This is an optimization exercise on Yosys and OpenROAD, whose aim is small area, a short achievable clock period and few clock cycles per item, not a production implementation.
Function was checked by simulation only, so behaviour that the tests miss may differ from the original.

== run A ==
// halton_sequence_generator_unit
module halton_sequence_generator_unit #(
	parameter int DIMS       = 8,
	parameter int FRAC_WIDTH = 16
) (
	input  logic        clk,
	input  logic        arst_n,
	input  logic        s_tvalid,
	output logic        s_tready,
	input  logic [15:0] s_tdata,    
	output logic        m_tvalid,
	input  logic        m_tready,
	output logic [71:0] m_tdata,    
	output logic [0:0]  m_tuser,    
	output logic        m_tlast,
	input  logic        cfg_valid,
	output logic        cfg_ready,
	input  logic [3:0]  cfg_data    
);
export LEC_CHECK = 0
export CAP_MARGIN = 5
export CORE_MARGIN = 2
export CORE_UTILIZATION = 55
export CTS_BUF_LIST = sky130_fd_sc_hd__clkbuf_4 sky130_fd_sc_hd__clkbuf_8
export SETUP_SLACK_MARGIN = 5.0
export SLEW_MARGIN = 5
create_clock -name core_clock -period 10.0 [get_ports {clk}]
run.sh (not shown) runs the stock make flow with config.mk's settings and CLKGATE_MAP_FILE= SYNTH_SCRIPT=/design/flow/synth_recipe.tcl, a recipe that flattens the netlist after the stock synthesis.
Run A finished every step from synthesis to the final layout, and the layout passed the timing, DRC and antenna checks.
Testbench counts of run A, summed over its fixed seeds: cycles 3,136, items 384.
Here is what was changed in the inputs of run B compared with run A.
- PLACE_DENSITY now 0.7, previously not set
- CAP_MARGIN now 20, was 5
- SLEW_MARGIN now 20, was 5
Run B: non-clock buffer count is 5 lower than what run A reported. Routing usage on met1 on run B is down relative to run A. Diff run A -> run B: worst setup slack saw an increase, global-route usage saw a decrease. Cmp run A and run B / fmax / lower: run A. Run A -> run B: total global routing overflow delta 0, exact match.
Inputs modified between run B and run C:
- PLACE_DENSITY removed (was 0.7)
- CTS_BUF_LIST removed (was sky130_fd_sc_hd__clkbuf_4 sky130_fd_sc_hd__clkbuf_8)
[run C] utilization rose 0.20 points relative to run B
Compared with run B, in run C final cell count without fillers -about 1.2%; worst hold slack +0.020 ns.
Looking at the reports, run C completed the entire flow and the layout it produced met the timing, DRC and antenna checks.
Modified inputs, run D compared to run C
- putting CTS_BUF_LIST at sky130_fd_sc_hd__clkbuf_4 sky130_fd_sc_hd__clkbuf_8 where nothing was set
- swapping 55 for 48 in CORE_UTILIZATION
--- outcome ---
- The standard cells in run D occupy less silicon area than those in run C do.
- Compared with run C, run D shows wire length of the first global-routing pass that has gone down by a few percent.
- Per the comparison of run D with run C, worst setup slack saw a decrease; number of buffer and inverter instances along the worst setup path rose 1; cell count went up 174.

---

Another version of the RTL of halton_sequence_generator_unit (not shown whole).
Size in the first run: roughly 540 flip-flops, roughly 36000 µm² of cells after synthesis.
clock: 10.0 ns
lec_check: 0
cap_margin: 20
core_margin: 2
core_utilization: 55
setup_slack_margin: 5.0
slew_margin: 20
The baseline passed the timing, DRC and antenna checks.
Testbench counts at the start, summed over its fixed seeds: cycles 3,136, items 384.
Then changed:
--- a/flow/config.mk
+++ b/flow/config.mk
@@ -10 +10 @@
-export CORE_UTILIZATION = 55
+export CORE_UTILIZATION = 70
Outcome: Routed wire length falls by 0.54%; hold slack loses 0.0055 ns; setup slack degrades by 0.14 ns; first-iteration DRC count came out higher by 41%; synthesized area does not change; count of clock-buffer cells in the layout shrinks by 11.

---

Another version of the RTL of halton_sequence_generator_unit (not shown whole).
Size: about 3,700 cells after synthesis, about 550 flip-flops.
Settings: LEC_CHECK=0, CAP_MARGIN=20, CORE_MARGIN=2, CORE_UTILIZATION=55, CTS_BUF_LIST=sky130_fd_sc_hd__clkbuf_4 sky130_fd_sc_hd__clkbuf_8, SETUP_SLACK_MARGIN=5.0, SLEW_MARGIN=20; clock period 10.0 ns.
The starting point ran to the end with no violations.
Testbench counts at the start, summed over its fixed seeds: cycles 3,136, items 384.
Rerun with:
- CTS_BUF_LIST: sky130_fd_sc_hd__clkbuf_4 sky130_fd_sc_hd__clkbuf_8 -> default
Effect:
- The changed run finished with timing, DRC and antenna clean
- worst setup slack improves by 0.015 ns
- cell count is lower slightly
- non-clock buffer count stays the same
- worst hold slack improves by 0.0042 ns
- first-iteration DRC count came out lower slightly
- via count drops slightly
- die area stays the same

---

halton_sequence_generator_unit, a different RTL version from the one above (not shown whole).
Size: ~4100 cells after synthesis, roughly 520 flip-flops, about 100 I/O pins, about 0.037 mm2 of cells after synthesis.
// halton_sequence_generator_unit
module halton_sequence_generator_unit #(
	parameter int DIMS       = 8,
	parameter int FRAC_WIDTH = 16
) (
	input  logic        clk,
	input  logic        arst_n,
	input  logic        s_tvalid,
	output logic        s_tready,
	input  logic [15:0] s_tdata,    
	output logic        m_tvalid,
	input  logic        m_tready,
	output logic [71:0] m_tdata,    
	output logic [0:0]  m_tuser,    
	output logic        m_tlast,
	input  logic        cfg_valid,
	output logic        cfg_ready,
	input  logic [3:0]  cfg_data    
);
	logic       n_valid, n_rst;
	logic [7:0] n_s;
	logic [3:0] n_c;
	logic [7:0] hold, taken, ovf, xfer_d;
	logic [2:0] q;
	logic       load, adv;
	logic [15:0] num [8];
	logic [3:0]  k [8];
	hsg_ctrl u_ctrl (
		.clk       (clk),
		.arst_n    (arst_n),
		.s_tvalid  (s_tvalid),
		.s_tready  (s_tready),
		.s_tdata   (s_tdata),
		.cfg_valid (cfg_valid),
		.cfg_ready (cfg_ready),
		.cfg_data  (cfg_data),
		.m_tready  (m_tready),
		.hold      (hold),
		.taken     (taken),
		.n_valid   (n_valid),
		.n_rst     (n_rst),
		.n_s       (n_s),
		.n_c       (n_c),
		.m_tvalid  (m_tvalid),
		.m_tlast   (m_tlast),
		.q         (q),
		.load      (load),
		.adv       (adv),
		.xfer_d    (xfer_d)
	);
	hsg_dpath2 u_dim0 (
		.clk(clk), .arst_n(arst_n), .n_valid(n_valid), .n_rst(n_rst), .n_s(n_s), .n_c(n_c),
		.xfer(xfer_d[0]), .hold(hold[0]), .taken(taken[0]),
		.num(num[0][14:0]), .k(k[0]), .ovf(ovf[0]));
	assign num[0][15] = 1'b0;
	generate
	hsg_dpath #(.IDX(1), .P(3), .E(2), .B(9), .K(5), .KP(10), .W(16), .DB(4), .ND(3)) u_dim1 ( 
		.clk(clk), .arst_n(arst_n), .n_valid(n_valid), .n_rst(n_rst), .n_s(n_s), .n_c(n_c), 
		.xfer(xfer_d[1]), .hold(hold[1]), .taken(taken[1]), 
		.num(num[1][16-1:0]), .k(k[1]), .ovf(ovf[1])); 
	if (16 < 16) begin : g_pad1 assign num[1][15:16] = '0; end
	hsg_dpath #(.IDX(2), .P(5), .E(2), .B(25), .K(3), .KP(6), .W(14), .DB(5), .ND(2)) u_dim2 ( 
		.clk(clk), .arst_n(arst_n), .n_valid(n_valid), .n_rst(n_rst), .n_s(n_s), .n_c(n_c), 
		.xfer(xfer_d[2]), .hold(hold[2]), .taken(taken[2]), 
  ...
clock: 10.0 ns
lec_check: 0
cap_margin: 20
core_margin: 2
core_utilization: 55
slew_margin: 20
The first run produced a clean layout.
Testbench counts at the start, summed over its fixed seeds: cycles 3,136, items 384.
==> next run, changes <==
SETUP_SLACK_MARGIN = 5.0   (was default)
Outcome: The changed run passed the timing, DRC and antenna checks. Clock-buffer cell count stays the same. Maximum frequency climbs by a few percent. Die area is unchanged. Worst hold slack hardly moves. Global-route usage is unchanged. Clock skew is about the same. Synthesized area is unchanged. Final cell count is about the same.

[re-timing with driven ports]
No port has a modelled driver above. Below, the same layouts with a new extraction and two added sets of constraints. Step 1 sets driving cells, clkbuf_16 on the clock port and buf_2 on the other inputs (assumed; they add their load-dependent delay and slew). Step 2 also shifts input and output timing later by t, the mid clock arrival at the registers, as if the neighbouring blocks saw the same clock. a / b / c = ideal ports / drivers / drivers and shift; a / b = the first two.
| run | t (ns) | slack for setup (ns) | worst setup path after step 2 | cell pins on the clock port's net |
|---|---|---|---|---|
| run A | 0.746 | 5.966 / 5.966 / 5.417 | input to register | 1 |
| run B | 0.764 | 6.026 / 6.062 / 5.297 | input to register | 1 |
| run C | 0.665 | 6.025 / 6.025 / 5.422 | input to register | 1 |
| run D | 0.755 | 5.920 / 5.920 / 5.207 | input to register | 1 |
| the first run of note 2 | 0.686 | 5.449 / 5.449 / 4.893 | input to register | 1 |
| the second run of note 2 | 0.699 | 5.307 / 5.307 / 4.870 | input to register | 1 |
| the first run of note 3 | 0.752 | 5.851 / 5.851 / 5.851 | register to register | 1 |
| the second run of note 3 | 0.709 | 5.866 / 5.866 / 5.866 | register to register | 1 |
| the first run of note 4 | 0.710 | 5.034 / 5.034 / 5.034 | register to register | 1 |
| the second run of note 4 | 0.710 | 5.299 / 5.299 / 5.147 | input to register | 1 |
After both steps setup and hold are still met in every run listed. The setup slack of run B, which loses most, moves by +0.036 ns with the drivers and by -0.729 ns with both steps.
